Context: an optimization exercise on an open-source flow, tuned for small area, a short achievable clock period and few clock cycles. The choices shown serve that exercise and are no tape-out recipe.
In this exercise RTL edits were held to simulation tests only and were not proved equivalent to the original.
Power figures rest on the tool's default switching activity, not on a simulated workload.

Design accq_top, start of the top module:
module accq_top (
  input  logic        clk_i,
  input  logic        rst_ni,
  input  logic        cmd_valid_i,
  input  logic [9:0]  cmd_i,
  output logic        cmd_ready_o,
  input  logic        psum_valid_i,
  input  logic [31:0] psum_i,
  output logic        psum_ready_o,
  input  logic        norm_valid_i,
  input  logic [12:0] norm_i,
  output logic        norm_ready_o,
  output logic        out_valid_o,
  output logic [63:0] out_o,
  input  logic        out_ready_i,
  output logic        busy_o
);
clock: 10.0 ns
lec_check: 0
abc_area: 1
cap_margin: 20
core_margin: 2
core_utilization: 60
slew_margin: 20
standard.sh (not shown) runs the stock make flow with config.mk's settings and CLKGATE_MAP_FILE= SYNTH_SCRIPT=/design/flow/synth_recipe.tcl, a recipe that flattens the netlist after the stock synthesis.
==> flow/flow/run.sh <==
#!/bin/bash
# Own flow: the standard layout (standard.sh, standard synthesis unchanged) with
#  - port buffers of buf_2 instead of the default delay buffer,
#  - a clock tree without dummy loads, built from clkbuf_8,
#  - a tighter setup repair target.
# make's own output goes to standard_flow.log; ORFS keeps each step's log under orfs/logs.
set -euo pipefail
bash standard.sh \
  "BUFFER_PORTS_ARGS=-buffer_cell sky130_fd_sc_hd__buf_2" \
  "CTS_ARGS=-sink_clustering_enable -repair_clock_nets -dont_use_dummy_load -buf_list sky130_fd_sc_hd__clkbuf_16 -sink_clustering_size 24 -sink_clustering_max_diameter 80" \
  "SETUP_SLACK_MARGIN=6.6" \
  finish > standard_flow.log 2>&1
Testbench counts at the start, summed over its fixed seeds: cycles 13,176.
Change:
--- a/flow/flow/run.sh
+++ b/flow/flow/run.sh
@@ -8,5 +8,5 @@
 bash standard.sh \
   "BUFFER_PORTS_ARGS=-buffer_cell sky130_fd_sc_hd__buf_2" \
-  "CTS_ARGS=-sink_clustering_enable -repair_clock_nets -dont_use_dummy_load -buf_list sky130_fd_sc_hd__clkbuf_16 -sink_clustering_size 24 -sink_clustering_max_diameter 80" \
+  "CTS_ARGS=-sink_clustering_enable -repair_clock_nets -dont_use_dummy_load -buf_list sky130_fd_sc_hd__clkbuf_8 -sink_clustering_size 16 -sink_clustering_max_diameter 60" \
   "SETUP_SLACK_MARGIN=6.6" \
   finish > standard_flow.log 2>&1
Result: Setup slack improved by 0.0044 ns; area after synthesis stays the same; clock power shrinks by about 10%; hold slack improved by 0.038 ns.

* * *

Another version of the RTL of accq_top (not shown whole).
Size in the first run: ~2600 cells after synthesis, ~490 flip-flops, about 24000 um2 of cells after synthesis.
// accq_top
module accq_top (
  input  logic        clk_i,
  input  logic        rst_ni,
  input  logic        cmd_valid_i,
  input  logic [9:0]  cmd_i,
  output logic        cmd_ready_o,
  input  logic        psum_valid_i,
  input  logic [31:0] psum_i,
  output logic        psum_ready_o,
  input  logic        norm_valid_i,
  input  logic [12:0] norm_i,
  output logic        norm_ready_o,
  output logic        out_valid_o,
  output logic [63:0] out_o,
  input  logic        out_ready_i,
  output logic        busy_o
);
export LEC_CHECK = 0
export ABC_AREA = 1
export CAP_MARGIN = 20
export CORE_MARGIN = 2
export CORE_UTILIZATION = 60
export PLACE_DENSITY = 0.5
export SLEW_MARGIN = 20
create_clock -name core_clock -period 10.0 [get_ports {clk_i}]
==> flow/flow/run.sh <==
#!/bin/bash
# Own flow: the standard layout (standard.sh, standard synthesis unchanged) with
#  - port buffers of buf_2 instead of the default delay buffer,
#  - a clock tree without dummy loads, built from clkbuf_8,
#  - a tighter setup repair target.
# make's own output goes to standard_flow.log; ORFS keeps each step's log under orfs/logs.
set -euo pipefail
bash standard.sh \
  "BUFFER_PORTS_ARGS=-buffer_cell sky130_fd_sc_hd__buf_2" \
  "CTS_ARGS=-sink_clustering_enable -repair_clock_nets -dont_use_dummy_load -buf_list sky130_fd_sc_hd__clkbuf_8 -sink_clustering_size 16 -sink_clustering_max_diameter 60" \
  "SETUP_SLACK_MARGIN=6.85" \
  finish > standard_flow.log 2>&1
The baseline finished with timing, DRC and antenna clean.
Testbench counts at the start, summed over its fixed seeds: cycles 13,168.
Edit:
--- a/flow/flow/run.sh
+++ b/flow/flow/run.sh
@@ -11 +11 @@
-  "SETUP_SLACK_MARGIN=6.85" \
+  "SETUP_SLACK_MARGIN=7.1" \
Settings changed: PLACE_DENSITY 0.5 to default.
Wire length is higher by 12%.
Via count is higher by 5.0%.
Cell area is higher by 7.8%.
Setup slack is worse by 0.060 ns.
Maximum frequency is lower by 1.8%.
Global-route usage is higher by 0.93 points.
Combinational power is higher by 16%.
Clock power barely changes.
Critical path depth stays the same.
Register-to-register slack is better by 0.02 ns.
Edit:
--- a/flow/flow/run.sh
+++ b/flow/flow/run.sh
@@ -11 +11 @@
-  "SETUP_SLACK_MARGIN=7.1" \
+  "SETUP_SLACK_MARGIN=6.85" \
Effect:
- area after synthesis stays the same
- wire length drops by 10%
- global-route usage is lower by 0.93 points
- hold slack is worse by 0.0037 ns
- sequential cell count is unchanged
- die area is unchanged
- sequential share of layout area came out higher by 2.7 points
- register-to-register slack degrades by 0.02 ns
- total power drops by 8.4%
- first-iteration DRC count came out lower by 21%
- design area falls by 7.2%

* * *

accq_top, a different RTL version from the one above (not shown whole).
Size: ~2400 cells after synthesis, about 23000 sq um of cells after synthesis.
// accq_top
module accq_top (
  input  logic        clk_i,
  input  logic        rst_ni,
  input  logic        cmd_valid_i,
  input  logic [9:0]  cmd_i,
  output logic        cmd_ready_o,
  input  logic        psum_valid_i,
  input  logic [31:0] psum_i,
  output logic        psum_ready_o,
  input  logic        norm_valid_i,
  input  logic [12:0] norm_i,
  output logic        norm_ready_o,
  output logic        out_valid_o,
  output logic [63:0] out_o,
  input  logic        out_ready_i,
  output logic        busy_o
);
  localparam logic [1:0] OP_CLEAR = 2'd0;
  localparam logic [1:0] OP_ACCUM = 2'd1;
  localparam logic [1:0] OP_NQ    = 2'd2;
  localparam logic [1:0] OP_SO    = 2'd3;
  logic [31:0] ring [8];
  logic [2:0]  hp;
  logic [2:0]  pr_q;    
  logic [2:0]  nr_q;    
  logic        q0_v;
  logic [1:0]  q0_op;
  logic [7:0]  q0_len;
  logic        cmd_ready_q;
  logic [7:0]  rem;             
  logic [2:0]  ptr;             
  logic        add_after_nq;    
  logic        nq_since_add;    
  logic        nq_act;
  logic [2:0]  nq_idx;
  logic        so_after, clear_after;
  logic        tail_eng;        
  logic [3:0]  lap_cnt;         
  logic        all_zero;        
  logic        zero_pend;       
  logic        wb_started;      
  logic        fresh;           
  logic        so_busy, so_cap;
  ...
==> flow/config.mk <==
export PLATFORM = sky130hd
export DESIGN_NAME = accq_top
export DESIGN_NICKNAME = accq_top
export VERILOG_FILES = /design/flow/design.v
export SDC_FILE = /design/flow/constraint.sdc
export NUM_CORES = 4
export LEC_CHECK = 0
export ABC_AREA = 1
export CAP_MARGIN = 20
export CORE_MARGIN = 2
export CORE_UTILIZATION = 60
export SLEW_MARGIN = 20
==> flow/constraint.sdc <==
create_clock -name core_clock -period 10.0 [get_ports {clk_i}]
set_input_delay 2.0000 -clock core_clock [delete_from_list [all_inputs] [get_ports {clk_i}]]
set_output_delay 2.0000 -clock core_clock [all_outputs]
set_load 0.01 [all_outputs]
==> flow/flow/run.sh <==
#!/bin/bash
# Own flow: the standard layout (standard.sh, standard synthesis unchanged) with
#  - port buffers of buf_2 instead of the default delay buffer,
#  - a clock tree without dummy loads, built from clkbuf_8,
#  - a tighter setup repair target.
# make's own output goes to standard_flow.log; ORFS keeps each step's log under orfs/logs.
set -euo pipefail
bash standard.sh \
  "BUFFER_PORTS_ARGS=-buffer_cell sky130_fd_sc_hd__buf_2" \
  "CTS_ARGS=-sink_clustering_enable -repair_clock_nets -dont_use_dummy_load -buf_list sky130_fd_sc_hd__clkbuf_8 -sink_clustering_size 16 -sink_clustering_max_diameter 60" \
  "SETUP_SLACK_MARGIN=6.5" \
  finish > standard_flow.log 2>&1
Testbench counts at the start, summed over its fixed seeds: cycles 13,168.
Edit:
==> flow/run.sh (new file) <==
#!/bin/bash
# synth_recipe.tcl (not shown) runs the flow's synth.tcl, then flattens the netlist and writes it again
# the make line also repeats each setting of config.mk as NAME=value (left out here)
make -C /OpenROAD-flow-scripts/flow DESIGN_CONFIG=/design/flow/config.mk WORK_HOME=/design/flow/orfs CLKGATE_MAP_FILE= SYNTH_SCRIPT=/design/flow/synth_recipe.tcl finish
CTS_BUF_LIST = sky130_fd_sc_hd__clkbuf_8   (was not set)
CTS_CLUSTER_DIAMETER = 60   (was not set)
CTS_CLUSTER_SIZE = 16   (was not set)
SETUP_SLACK_MARGIN = 5   (was not set)
removed: flow/flow/run.sh
removed: flow/standard.sh
- global-route usage is higher by 0.37 points
- flip-flop and latch count does not change
- wire length is lower slightly
Edit:
==> flow/flow/run.sh (new file) <==
#!/bin/bash
# Own flow: the standard layout (standard.sh, standard synthesis unchanged) with
#  - port buffers of buf_2 instead of the default delay buffer,
#  - a clock tree without dummy loads, built from clkbuf_8,
#  - a tighter setup repair target.
# make's own output goes to standard_flow.log; ORFS keeps each step's log under orfs/logs.
set -euo pipefail
bash standard.sh \
  "BUFFER_PORTS_ARGS=-buffer_cell sky130_fd_sc_hd__buf_2" \
  "CTS_ARGS=-sink_clustering_enable -repair_clock_nets -dont_use_dummy_load -buf_list sky130_fd_sc_hd__clkbuf_8 -sink_clustering_size 16 -sink_clustering_max_diameter 60" \
  "SETUP_SLACK_MARGIN=6.7" \
  finish > standard_flow.log 2>&1
==> flow/standard.sh (new file) <==
#!/bin/bash
# synth_recipe.tcl (not shown) runs the flow's synth.tcl, then flattens the netlist and writes it again
# the make line also repeats each setting of config.mk as NAME=value (left out here)
make -C /OpenROAD-flow-scripts/flow DESIGN_CONFIG=/design/flow/config.mk WORK_HOME=/design/flow/orfs CLKGATE_MAP_FILE= SYNTH_SCRIPT=/design/flow/synth_recipe.tcl "${@:-finish}"
CTS_BUF_LIST = not set   (was sky130_fd_sc_hd__clkbuf_8)
CTS_CLUSTER_DIAMETER = not set   (was 60)
CTS_CLUSTER_SIZE = not set   (was 16)
SETUP_SLACK_MARGIN = not set   (was 5)
removed: flow/run.sh
=> Clock-buffer cell count rose by 2. Design area decreases by 2.3%. Power decreases by 3.4%.
Edit:
--- a/flow/flow/run.sh
+++ b/flow/flow/run.sh
@@ -9,4 +9,4 @@
   "BUFFER_PORTS_ARGS=-buffer_cell sky130_fd_sc_hd__buf_2" \
   "CTS_ARGS=-sink_clustering_enable -repair_clock_nets -dont_use_dummy_load -buf_list sky130_fd_sc_hd__clkbuf_8 -sink_clustering_size 16 -sink_clustering_max_diameter 60" \
-  "SETUP_SLACK_MARGIN=6.7" \
+  "SETUP_SLACK_MARGIN=7.0" \
   finish > standard_flow.log 2>&1
=> Non-clock buffer count rises by 90. Design area is higher by a few percent. Power went up by a few percent. First-iteration DRC count came out higher by a few percent. Cell count rises by a few percent. Utilization is higher by 3.9 points.
Edit:
--- a/flow/flow/run.sh
+++ b/flow/flow/run.sh
@@ -9,4 +9,4 @@
   "BUFFER_PORTS_ARGS=-buffer_cell sky130_fd_sc_hd__buf_2" \
   "CTS_ARGS=-sink_clustering_enable -repair_clock_nets -dont_use_dummy_load -buf_list sky130_fd_sc_hd__clkbuf_8 -sink_clustering_size 16 -sink_clustering_max_diameter 60" \
-  "SETUP_SLACK_MARGIN=7.0" \
+  "SETUP_SLACK_MARGIN=6.85" \
   finish > standard_flow.log 2>&1
What happened: The new run passed the timing, DRC and antenna checks. Final cell count is lower by 2.2%. First-iteration DRC count is lower by 0.46%. Setup slack is worse by 47 ps. Global-route usage is lower by 0.41 points.
Edit:
--- a/flow/flow/run.sh
+++ b/flow/flow/run.sh
@@ -9,4 +9,4 @@
   "BUFFER_PORTS_ARGS=-buffer_cell sky130_fd_sc_hd__buf_2" \
   "CTS_ARGS=-sink_clustering_enable -repair_clock_nets -dont_use_dummy_load -buf_list sky130_fd_sc_hd__clkbuf_8 -sink_clustering_size 16 -sink_clustering_max_diameter 60" \
-  "SETUP_SLACK_MARGIN=6.85" \
+  "SETUP_SLACK_MARGIN=6.7" \
   finish > standard_flow.log 2>&1
ABC_AREA = 0   (was 1)
Result: Sequential cell count is unchanged. Worst setup slack gets worse by 810 ps. Synthesized cell count decreases by 16%. Sequential power grows by 26%. Count of clock-buffer cells in the layout is higher by 1.

re-timing with driven ports:
The results above use ideal ports. As a check the final layouts listed here were re-extracted and re-timed, cells and wires unchanged.
Step 1 assumes that a clkbuf_16 drives the clock port and a buf_2 every other input.
Step 2 adds t to the input delays and takes it off the output delays; t is the mean of the earliest and latest rising clock arrival at the registers after step 1. Input paths then give back, and output paths get back, about the clock's delay inside the block.
a / b / c = ideal ports / drivers / drivers and shift; a / b = the first two.
run	t (ns)	slack for setup (ns)	clock arrival spread, ns	worst register clock-pin slew, ns	worst slew at a driven data input, ns
the first run of note 1	0.639	6.668 / 6.605 / 6.098	0.076 / 0.076	0.09 / 0.09	0.08
the second run of note 1	0.679	6.672 / 6.614 / 6.091	0.066 / 0.066	0.10 / 0.10	0.07
the first run of note 2	0.655	6.792 / 6.740 / 6.408	0.064 / 0.065	0.10 / 0.10	0.05
the second run of note 2	0.682	6.732 / 6.677 / 6.531	0.096 / 0.096	0.10 / 0.10	0.04
the third run of note 2	0.655	6.792 / 6.740 / 6.408	0.064 / 0.065	0.10 / 0.10	0.05
the first run of note 3	0.659	6.595 / 6.595 / 6.152	0.060 / 0.060	0.10 / 0.10	0.06
the second run of note 3	0.676	6.265 / 6.257 / 5.618	0.043 / 0.043	0.10 / 0.10	0.04
the third run of note 3	0.653	6.768 / 6.716 / 6.226	0.082 / 0.082	0.10 / 0.10	0.06
the fourth run of note 3	0.653	6.794 / 6.741 / 6.509	0.057 / 0.057	0.10 / 0.10	0.06
the fifth run of note 3	0.657	6.747 / 6.696 / 6.400	0.082 / 0.082	0.10 / 0.10	0.04
the sixth run of note 3	0.659	5.934 / 5.934 / 5.934	0.059 / 0.059	0.10 / 0.10	0.07
After both steps setup and hold are still met in every run listed. The setup slack of the second run of note 3, which loses most, moves by -0.008 ns with the drivers and by -0.647 ns with both steps.
